This design comes from an exercise in tuning for small area and a short achievable clock period on the open sky130 flow, not from production work.
RTL that was checked went through simulation tests only; none was proved equivalent to the original.
Power and IR drop assume default switching activity.

== lane 1 ==
// execCore
module execCore
(
	input  logic                       clk,
	input  logic                       rstN,
	input  logic                       instrValid,
	input  logic [15:0]                instr,
	output logic                       wbValid,
	output logic [4-1:0] wbReg,
	output logic [16-1:0]     wbData,
	output logic                       carry,
	output logic                       low,
	output logic                       overflow,
	output logic                       zero,
	output logic                       negative
);
Size: roughly 1400 cells after synthesis, roughly 300 flip-flops, ~45 I/O pins, ~16000 µm² of cells after synthesis.
==> module regFile, before the edit <==
module regFile (
	input  logic                       clk,
	input  logic                       rstN,
	input  logic [4-1:0] srcAddr,
	input  logic [4-1:0] dstAddr,
	input  logic                       wrEn,
	input  logic [16-1:0]     wrData,
	output logic [16-1:0]     srcData,
	output logic [16-1:0]     dstData,
	output logic [4-1:0] wbReg,
	output logic [16-1:0]     wbData
);
	logic [16-1:0] regs [16];  
	logic [16-1:0]  valid;              
	logic [16-1:0]  wbHit;              
	logic [16-1:0]  arrayUse;           
	logic [16-1:0]  srcSel, dstSel;
	always_ff @(posedge clk or negedge rstN) begin
		if (!rstN) begin
			wbReg  <= '0;
			wbData <= '0;
		end else if (wrEn) begin
			wbReg  <= dstAddr;
			wbData <= wrData;
		end
	end
	always_comb begin
		for (int i = 0; i < 16; i++) begin
			wbHit[i] = (wbReg == i);
		end
	end
	always_ff @(posedge clk) begin
		for (int i = 0; i < 16; i++) begin
			if (wbHit[i])
				regs[i] <= wbData;
		end
	end
	always_ff @(posedge clk or negedge rstN) begin
		if (!rstN)
			valid <= '0;
		else
			valid <= valid | wbHit;
	end
	assign arrayUse = valid & ~wbHit;
	always_comb begin
		for (int i = 0; i < 16; i++) begin
			srcSel[i] = (srcAddr == i) & arrayUse[i];
			dstSel[i] = (dstAddr == i) & arrayUse[i];
		end
		srcData = (srcAddr == wbReg) ? wbData : '0;
		dstData = (dstAddr == wbReg) ? wbData : '0;
		for (int i = 0; i < 16; i++) begin
			srcData = srcData | ({16{srcSel[i]}} & regs[i]);
			dstData = dstData | ({16{dstSel[i]}} & regs[i]);
		end
	end
endmodule
==> module alu, before the edit <==
module alu
(
	input  logic [16-1:0] regSrc,       
	input  logic [16-1:0] regDst,       
	input  logic                   sub,          
	input  logic                   arith,        
	input  logic [3:1]             lut,          
	output logic [16-1:0] aluResult,
	output logic                   aluCarry,
	output logic                   aluLow,
	output logic                   aluOverflow,
	output logic                   aluZero,
	output logic                   aluNegative
);
	localparam int W = 16;
	logic [W-1:0] a, b, p, g, h;
	logic [W:0]   c;  
	assign a = regDst;
	assign b = regSrc ^ {W{sub}};
	assign p = a ^ b;
	assign g = a & b & {W{arith}};
	always_comb begin
		for (int i = 0; i < W; i++) begin
			h[i] = b[i] ? (a[i] ? lut[3] : lut[1]) : (a[i] & lut[2]);
		end
	end
	logic [W-1:0] gg [0:4];
	logic [W-1:0] pp [0:4];
	always_comb begin
		gg[0] = g;
		pp[0] = p;
		gg[0][0] = g[0] | (p[0] & sub);
		for (int l = 0; l < 4; l++) begin
			gg[l+1] = gg[l];
			pp[l+1] = pp[l];
			for (int i = 0; i < W; i++) begin
				if ((i >> l) & 1) begin
					gg[l+1][i] = gg[l][i] | (pp[l][i] & gg[l][((i >> l) << l) - 1]);
					pp[l+1][i] = pp[l][i] & pp[l][((i >> l) << l) - 1];
				end
			end
		end
	end
	assign c[0] = sub;
	assign c[W:1] = gg[4];
	assign aluResult = h ^ (c[W-1:0] & {W{arith}});
	assign aluCarry    = c[W] ^ sub;
	assign aluOverflow = c[W] ^ c[W-1];
	assign aluLow      = ~c[W];
	assign aluZero     = &p;
	assign aluNegative = p[W-1] ^ c[W-1] ^ aluOverflow;
endmodule
==> module execCore, before the edit <==
module execCore
(
	input  logic                       clk,
	input  logic                       rstN,
	input  logic                       instrValid,
	input  logic [15:0]                instr,
	output logic                       wbValid,
	output logic [4-1:0] wbReg,
	output logic [16-1:0]     wbData,
	output logic                       carry,
	output logic                       low,
	output logic                       overflow,
	output logic                       zero,
	output logic                       negative
);
	logic [4-1:0] srcAddr, dstAddr;
	logic [16-1:0]     srcData, dstData, wrData;
	logic                       wrEn;
	logic [16-1:0] opB, aluResult, rotated, keep;
	logic                   sub, arith, useShift;
	logic [3:1]             lut;
	logic [4:0]             shiftCount;
	logic                   aluCarry, aluLow, aluOverflow, aluZero, aluNegative;
	execControl i_control (
		.clk         (clk),
		.rstN        (rstN),
		.instrValid  (instrValid),
		.instr       (instr),
		.srcData     (srcData),
		.aluCarry    (aluCarry),
		.aluLow      (aluLow),
		.aluOverflow (aluOverflow),
		.aluZero     (aluZero),
		.aluNegative (aluNegative),
		.srcAddr     (srcAddr),
		.dstAddr     (dstAddr),
		.opB         (opB),
		.sub         (sub),
		.arith       (arith),
		.lut         (lut),
		.useShift    (useShift),
		.shiftCount  (shiftCount),
		.wrEn        (wrEn),
		.wbValid     (wbValid),
		.carry       (carry),
		.low         (low),
		.overflow    (overflow),
		.zero        (zero),
		.negative    (negative)
	);
	regFile i_regFile (
		.clk     (clk),
		.rstN    (rstN),
		.srcAddr (srcAddr),
		.dstAddr (dstAddr),
		.wrEn    (wrEn),
		.wrData  (wrData),
		.srcData (srcData),
		.dstData (dstData),
		.wbReg   (wbReg),
		.wbData  (wbData)
	);
	alu i_alu (
		.regSrc      (opB),
		.regDst      (dstData),
		.sub         (sub),
		.arith       (arith),
		.lut         (lut),
		.aluResult   (aluResult),
		.aluCarry    (aluCarry),
		.aluLow      (aluLow),
		.aluOverflow (aluOverflow),
		.aluZero     (aluZero),
		.aluNegative (aluNegative)
	);
	shifter i_shifter (
		.value       (dstData),
		.shiftCount  (shiftCount),
		.rotated     (rotated),
		.keep        (keep)
	);
	assign wrData = useShift ? (rotated & keep) : aluResult;
endmodule
export LEC_CHECK = 0
export CAP_MARGIN = 20
export CORE_MARGIN = 2
export CORE_UTILIZATION = 40
export SETUP_SLACK_MARGIN = 1.5
export SLEW_MARGIN = 20
create_clock -name core_clock -period 5.5 [get_ports {clk}]
run.sh (not shown) runs the stock make flow with config.mk's settings and CLKGATE_MAP_FILE= SYNTH_SCRIPT=/design/flow/synth_recipe.tcl, a recipe that flattens the netlist after the stock synthesis.
### lane 1 -> lane 5
--- a/flow/design.v
+++ b/flow/design.v
@@ -78,7 +78,8 @@
 			wbReg  <= '0;
 			wbData <= '0;
-		end else if (wrEn) begin
-			wbReg  <= dstAddr;
-			wbData <= wrData;
+		end else begin
+			if (wrEn)
+				wbReg <= dstAddr;
+			wbData <= wrData;  
 		end
 	end
@@ -122,5 +123,7 @@
 	input  logic                   arith,        
 	input  logic [3:1]             lut,          
-	output logic [16-1:0] aluResult,
+	input  logic                   selAlu,       
+	input  logic [16-1:0] other,        
+	output logic [16-1:0] nextValue,
 	output logic                   aluCarry,
 	output logic                   aluLow,
@@ -160,5 +163,8 @@
 	assign c[0] = sub;
 	assign c[W:1] = gg[4];
-	assign aluResult = h ^ (c[W-1:0] & {W{arith}});
+	logic [W-1:0] next0, next1;
+	assign next0     = selAlu ? h  : other;
+	assign next1     = selAlu ? ~h : other;
+	assign nextValue = (next1 & c[W-1:0]) | (next0 & ~c[W-1:0]);
 	assign aluCarry    = c[W] ^ sub;
 	assign aluOverflow = c[W] ^ c[W-1];
@@ -297,5 +303,6 @@
 	logic [16-1:0]     srcData, dstData, wrData;
 	logic                       wrEn;
-	logic [16-1:0] opB, aluResult, rotated, keep;
+	logic [16-1:0] opB, other, rotated, keep;
+	logic                   selAlu;
 	logic                   sub, arith, useShift;
 	logic [3:1]             lut;
@@ -347,5 +354,7 @@
 		.arith       (arith),
 		.lut         (lut),
-		.aluResult   (aluResult),
+		.selAlu      (selAlu),
+		.other       (other),
+		.nextValue   (wrData),
 		.aluCarry    (aluCarry),
 		.aluLow      (aluLow),
@@ -360,4 +369,5 @@
 		.keep        (keep)
 	);
-	assign wrData = useShift ? (rotated & keep) : aluResult;
+	assign selAlu = wrEn & ~useShift;
+	assign other  = wrEn ? (rotated & keep) : wbData;
 endmodule
Results
Comparing total length of routed wires for lane 5 and lane 1, the smaller number came from lane 1. In the tables for lane 5 and lane 1, y dimension of the die reads higher with lane 5. First-pass GRT wire length came out higher on lane 5 than on lane 1. Lane 5: register fraction of the total cell area 1.2 points below lane 1. In the flow results for lane 5 and lane 1, the utilization is larger on lane 5. Against lane 1, lane 5 comes in 8.7 points higher on met2 capacity usage during global routing. Count of endpoints failing hold in the final timing report: lane 1 vs lane 5 identical. Diff lane 1 -> lane 5: post-synthesis instance total grew by 46, design area grew by 720 µm². Per the comparison of lane 5 with lane 1, overall power consumption rose by 350 µW; cell count increased by 56 relative to the old numbers.
No functional check of the RTL was part of any run of this note.

* * *

Setup of amber:
execCore, a different RTL version from the one above (not shown whole).
Size: about 1300 cells after synthesis, roughly 45 I/O pins, ~17000 µm² of cells after synthesis.
==> module alu, before the edit <==
module alu
(
	input  logic [16-1:0] regSrc,       
	input  logic [16-1:0] regDst,       
	input  logic                   sub,          
	input  logic                   arith,        
	input  logic [3:1]             lut,          
	output logic [16-1:0] half,         
	output logic [16:0]   carry,        
	output logic                   equal         
);
	localparam int W = 16;
	logic [W-1:0] a, b, p, g;
	assign a = regDst;
	assign b = regSrc ^ {W{sub}};
	assign p = a ^ b;
	assign g = a & b & {W{arith}};
	always_comb begin
		for (int i = 0; i < W; i++) begin
			half[i] = b[i] ? (a[i] ? lut[3] : lut[1]) : (a[i] & lut[2]);
		end
	end
	logic [W-1:0] gg [0:4];
	logic [W-1:0] pp [0:4];
	always_comb begin
		gg[0] = g;
		pp[0] = p;
		gg[0][0] = g[0] | (p[0] & sub);
		for (int l = 0; l < 4; l++) begin
			gg[l+1] = gg[l];
			pp[l+1] = pp[l];
			for (int i = 0; i < W; i++) begin
				if ((i >> l) & 1) begin
					gg[l+1][i] = gg[l][i] | (pp[l][i] & gg[l][((i >> l) << l) - 1]);
					pp[l+1][i] = pp[l][i] & pp[l][((i >> l) << l) - 1];
				end
			end
		end
	end
	assign carry = {gg[4], sub};
	assign equal = &p;
endmodule
==> module execCore, before the edit <==
module execCore
(
	input  logic                       clk,
	input  logic                       rstN,
	input  logic                       instrValid,
	input  logic [15:0]                instr,
	output logic                       wbValid,
	output logic [4-1:0] wbReg,
	output logic [16-1:0]     wbData,
	output logic                       carry,
	output logic                       low,
	output logic                       overflow,
	output logic                       zero,
	output logic                       negative
);
	localparam int W = 16;
	localparam int N = 16;
	logic [4-1:0] srcAddr, dstAddr;
	logic [W-1:0]   regs [N];
	logic [N*W-1:0] words;
	logic [N-1:0]   current, wbHit, dstHit;
	logic         srcIsReg, sub, arith, countImm, wrEn, wrAlu, wrShift, updArith, updCmp;
	logic [W-1:0] immB;
	logic [3:1]   lut;
	assign dstAddr = instr[11:8];
	assign srcAddr = instr[3:0];
	execControl i_control (
		.instrValid (instrValid),
		.instr      (instr),
		.srcIsReg   (srcIsReg),
		.immB       (immB),
		.sub        (sub),
		.arith      (arith),
		.lut        (lut),
		.countImm   (countImm),
		.wrEn       (wrEn),
		.wrAlu      (wrAlu),
		.wrShift    (wrShift),
		.updArith   (updArith),
		.updCmp     (updCmp)
	);
	logic [N-1:0] srcSel, dstSel;
	logic         srcBypass, dstBypass;
	logic [W-1:0] opB, dstData;
	always_comb begin
		for (int i = 0; i < N; i++) begin
			words[i*W +: W] = regs[i];
			wbHit[i]        = (wbReg == i);
			dstHit[i]       = (dstAddr == i);
		end
	end
	readSel i_srcSel (
		.addr    (srcAddr),
		.en      (srcIsReg),
		.current (current),
		.wbReg   (wbReg),
		.sel     (srcSel),
		.bypass  (srcBypass)
	);
	readSel #(.HAS_EN(1'b0)) i_dstSel (
		.addr    (dstAddr),
		.en      (1'b1),
		.current (current),
		.wbReg   (wbReg),
		.sel     (dstSel),
		.bypass  (dstBypass)
	);
	readMux i_srcMux (
		.sel    (srcSel),
		.bypass (srcBypass),
		.words  (words),
		.wbData (wbData),
		.extra  (immB),
		.data   (opB)
	);
	readMux #(.HAS_EXTRA(1'b0)) i_dstMux (
		.sel    (dstSel),
		.bypass (dstBypass),
		.words  (words),
		.wbData (wbData),
		.extra  ({W{1'b0}}),
		.data   (dstData)
	);
	logic [W-1:0] half, shiftResult, other, if0, if1, wbNext;
	logic [W:0]   aluCarry;
	logic         equal;
	logic [4:0]   shiftCount;
	alu i_alu (
		.regSrc (opB),
		.regDst (dstData),
		.sub    (sub),
		.arith  (arith),
		.lut    (lut),
		.half   (half),
		.carry  (aluCarry),
		.equal  (equal)
	);
	assign shiftCount = countImm ? instr[4:0] : opB[4:0];
	shifter i_shifter (
		.value       (dstData),
		.shiftCount  (shiftCount),
		.shiftResult (shiftResult)
	);
	assign other = wrShift ? shiftResult : wbData;
	assign if0   = wrAlu ? half  : other;
	assign if1   = wrAlu ? ~half : other;
	carryMux i_carryMux (
		.carry (aluCarry[W-1:0]),
		.if0   (if0),
		.if1   (if1),
		.out   (wbNext)
	);
	always_ff @(posedge clk or negedge rstN) begin
		if (!rstN) begin
			wbValid  <= 1'b0;
			wbReg    <= '0;
			wbData   <= '0;
			current  <= '0;
			carry    <= 1'b0;
			low      <= 1'b0;
			overflow <= 1'b0;
			zero     <= 1'b0;
			negative <= 1'b0;
		end else begin
			wbValid <= wrEn;
			if (wrEn)
				wbReg <= dstAddr;
			wbData  <= wbNext;
			current <= ~(dstHit & {N{wrEn}}) & (current | (wbHit & {N{wrEn}}));
			if (updArith) begin
				carry    <= aluCarry[W] ^ sub;
				overflow <= aluCarry[W] ^ aluCarry[W-1];
			end
			if (updCmp) begin
				low      <= ~aluCarry[W];
				zero     <= equal;
				negative <= dstData[W-1] ^ opB[W-1] ^ ~aluCarry[W];
			end
		end
	end
	always_ff @(posedge clk) begin
		for (int i = 0; i < N; i++) begin
			if (wbHit[i])
				regs[i] <= wbData;
		end
	end
endmodule
Settings: LEC_CHECK=0, CAP_MARGIN=20, CORE_MARGIN=2, CORE_UTILIZATION=40, SETUP_SLACK_MARGIN=1.5, SLEW_MARGIN=20, SYNTH_HIERARCHICAL=1; clock period 5.5 ns.
standard.sh (not shown) runs the stock make flow with config.mk's settings and CLKGATE_MAP_FILE= SYNTH_SCRIPT=/design/flow/synth_recipe.tcl, a recipe that flattens the netlist after the stock synthesis.
==> flow/flow/run.sh <==
#!/bin/bash
# The standard layout, with plain buffers on the ports (instead of the delay
# cells buffer_ports picks by default) and a clock tree without dummy loads.
set -euo pipefail
bash standard.sh finish \
  "BUFFER_PORTS_ARGS=-buffer_cell sky130_fd_sc_hd__buf_2" \
  "CTS_ARGS=-sink_clustering_enable -repair_clock_nets -dont_use_dummy_load" \
  > make_finish.log 2>&1
Changes in raven relative to amber:
-- flow/design.v --
<<< amber, line 104
);
	localparam int W = 16;
	logic [W-1:0] a, b, p, g;
	assign a = regDst;
	assign b = regSrc ^ {W{sub}};
	assign p = a ^ b;
	assign g = a & b & {W{arith}};
	always_comb begin
		for (int i = 0; i < W; i++) begin
>>> raven, line 104
);
	localparam int W = 16;
	logic [W-1:0] a, b, bg, p, g;
	assign a  = regDst;
	assign b  = regSrc ^ {W{sub}};
	assign bg = ~(regSrc ^ {W{~sub}});
	assign p  = a ^ b;
	assign g  = a & bg & {W{arith}};
	always_comb begin
		for (int i = 0; i < W; i++) begin
<<< amber, line 246
	logic [N*W-1:0] words;
	logic [N-1:0]   current, wbHit, dstHit;
	logic         srcIsReg, sub, arith, countImm, wrEn, wrAlu, wrShift, updArith, updCmp;
	logic [W-1:0] immB;
>>> raven, line 247
	logic [N*W-1:0] words;
	logic [N-1:0]   current, wbHit, dstHit;
	logic [4-1:0] wbRegN;  
	logic         srcIsReg, sub, arith, countImm, wrEn, wrAlu, wrShift, updArith, updCmp;
	logic [W-1:0] immB;
<<< amber, line 280
		.en      (srcIsReg),
		.current (current),
		.wbReg   (wbReg),
		.sel     (srcSel),
		.bypass  (srcBypass)
>>> raven, line 282
		.en      (srcIsReg),
		.current (current),
		.wbReg   (~wbRegN),
		.sel     (srcSel),
		.bypass  (srcBypass)
<<< amber, line 288
		.en      (1'b1),
		.current (current),
		.wbReg   (wbReg),
		.sel     (dstSel),
		.bypass  (dstBypass)
>>> raven, line 290
		.en      (1'b1),
		.current (current),
		.wbReg   (~wbRegN),
		.sel     (dstSel),
		.bypass  (dstBypass)
<<< amber, line 341
			wbValid  <= 1'b0;
			wbReg    <= '0;
			wbData   <= '0;
			current  <= '0;
>>> raven, line 343
			wbValid  <= 1'b0;
			wbReg    <= '0;
			wbRegN   <= '1;
			wbData   <= '0;
			current  <= '0;
<<< amber, line 350
		end else begin
			wbValid <= wrEn;
			if (wrEn)
				wbReg <= dstAddr;
			wbData  <= wbNext;
			current <= ~(dstHit & {N{wrEn}}) & (current | (wbHit & {N{wrEn}}));
>>> raven, line 353
		end else begin
			wbValid <= wrEn;
			if (wrEn) begin
				wbReg  <= dstAddr;
				wbRegN <= ~dstAddr;
			end
			wbData  <= wbNext;
			current <= ~(dstHit & {N{wrEn}}) & (current | (wbHit & {N{wrEn}}));
Results
- Remaining max-slew budget at the tightest pin was lower in amber than in raven.
- Ff count | raven vs amber | raven higher
- Note that the number of setup buffers added after CTS recorded for amber amounts to 0.64 times the value seen in raven.
- amber → raven: post-layout worst setup margin dropped 0.22 ns, total power went up.
- The end of the critical path comes out wbData[13] in one run and wbData[11] in the other, namely in raven and amber respectively.
- Cell with the largest stage delay on the worst path: sky130_fd_sc_hd__ha_1 -> raven, sky130_fd_sc_hd__mux4_2 -> amber
- raven against amber: CTS buffer count climbed about 3%; met2 routing resource usage after global routing now sits higher; fraction of power spent switching nets went up 0.68 points; average cell area after synthesis shows a reduction of 0.62 µm².
- Peak supply drop in raven is 22% below amber.
Only the layout flow was run in raven; the RTL was not checked for function there.

==> port drivers added, routing unchanged <==
No port has a modelled driver above. Below, the same layouts with a new extraction and two added sets of constraints.
Step 1 sets driving cells, clkbuf_16 on the clock port and buf_2 on the other inputs (assumed; they add their load-dependent delay and slew).
Step 2, shift: input delay + t, output delay - t, t = (earliest + latest rising clock arrival at the registers) / 2. This alone moves slack from input paths to output paths.
Three values: no drivers, after step 1, after step 2; two values: the first two.
run | shift t [ns] | setup WS [ns] | slew at the worst register clock pin (ns) | worst data-port slew with drivers (ns)
lane 1 | 0.622 | 0.954 / 0.985 / 0.374 | 0.06 / 0.06 | 0.05
lane 5 | 0.618 | 0.999 / 1.031 / 0.413 | 0.07 / 0.07 | 0.05
amber | 0.562 | 0.872 / 0.859 / 0.296 | 0.06 / 0.06 | 0.06
raven | 0.569 | 0.649 / 0.640 / 0.071 | 0.06 / 0.06 | 0.06
After both steps setup and hold are still met in every run listed. The setup slack of lane 5, which loses most, moves by +0.032 ns with the drivers and by -0.586 ns with both steps.
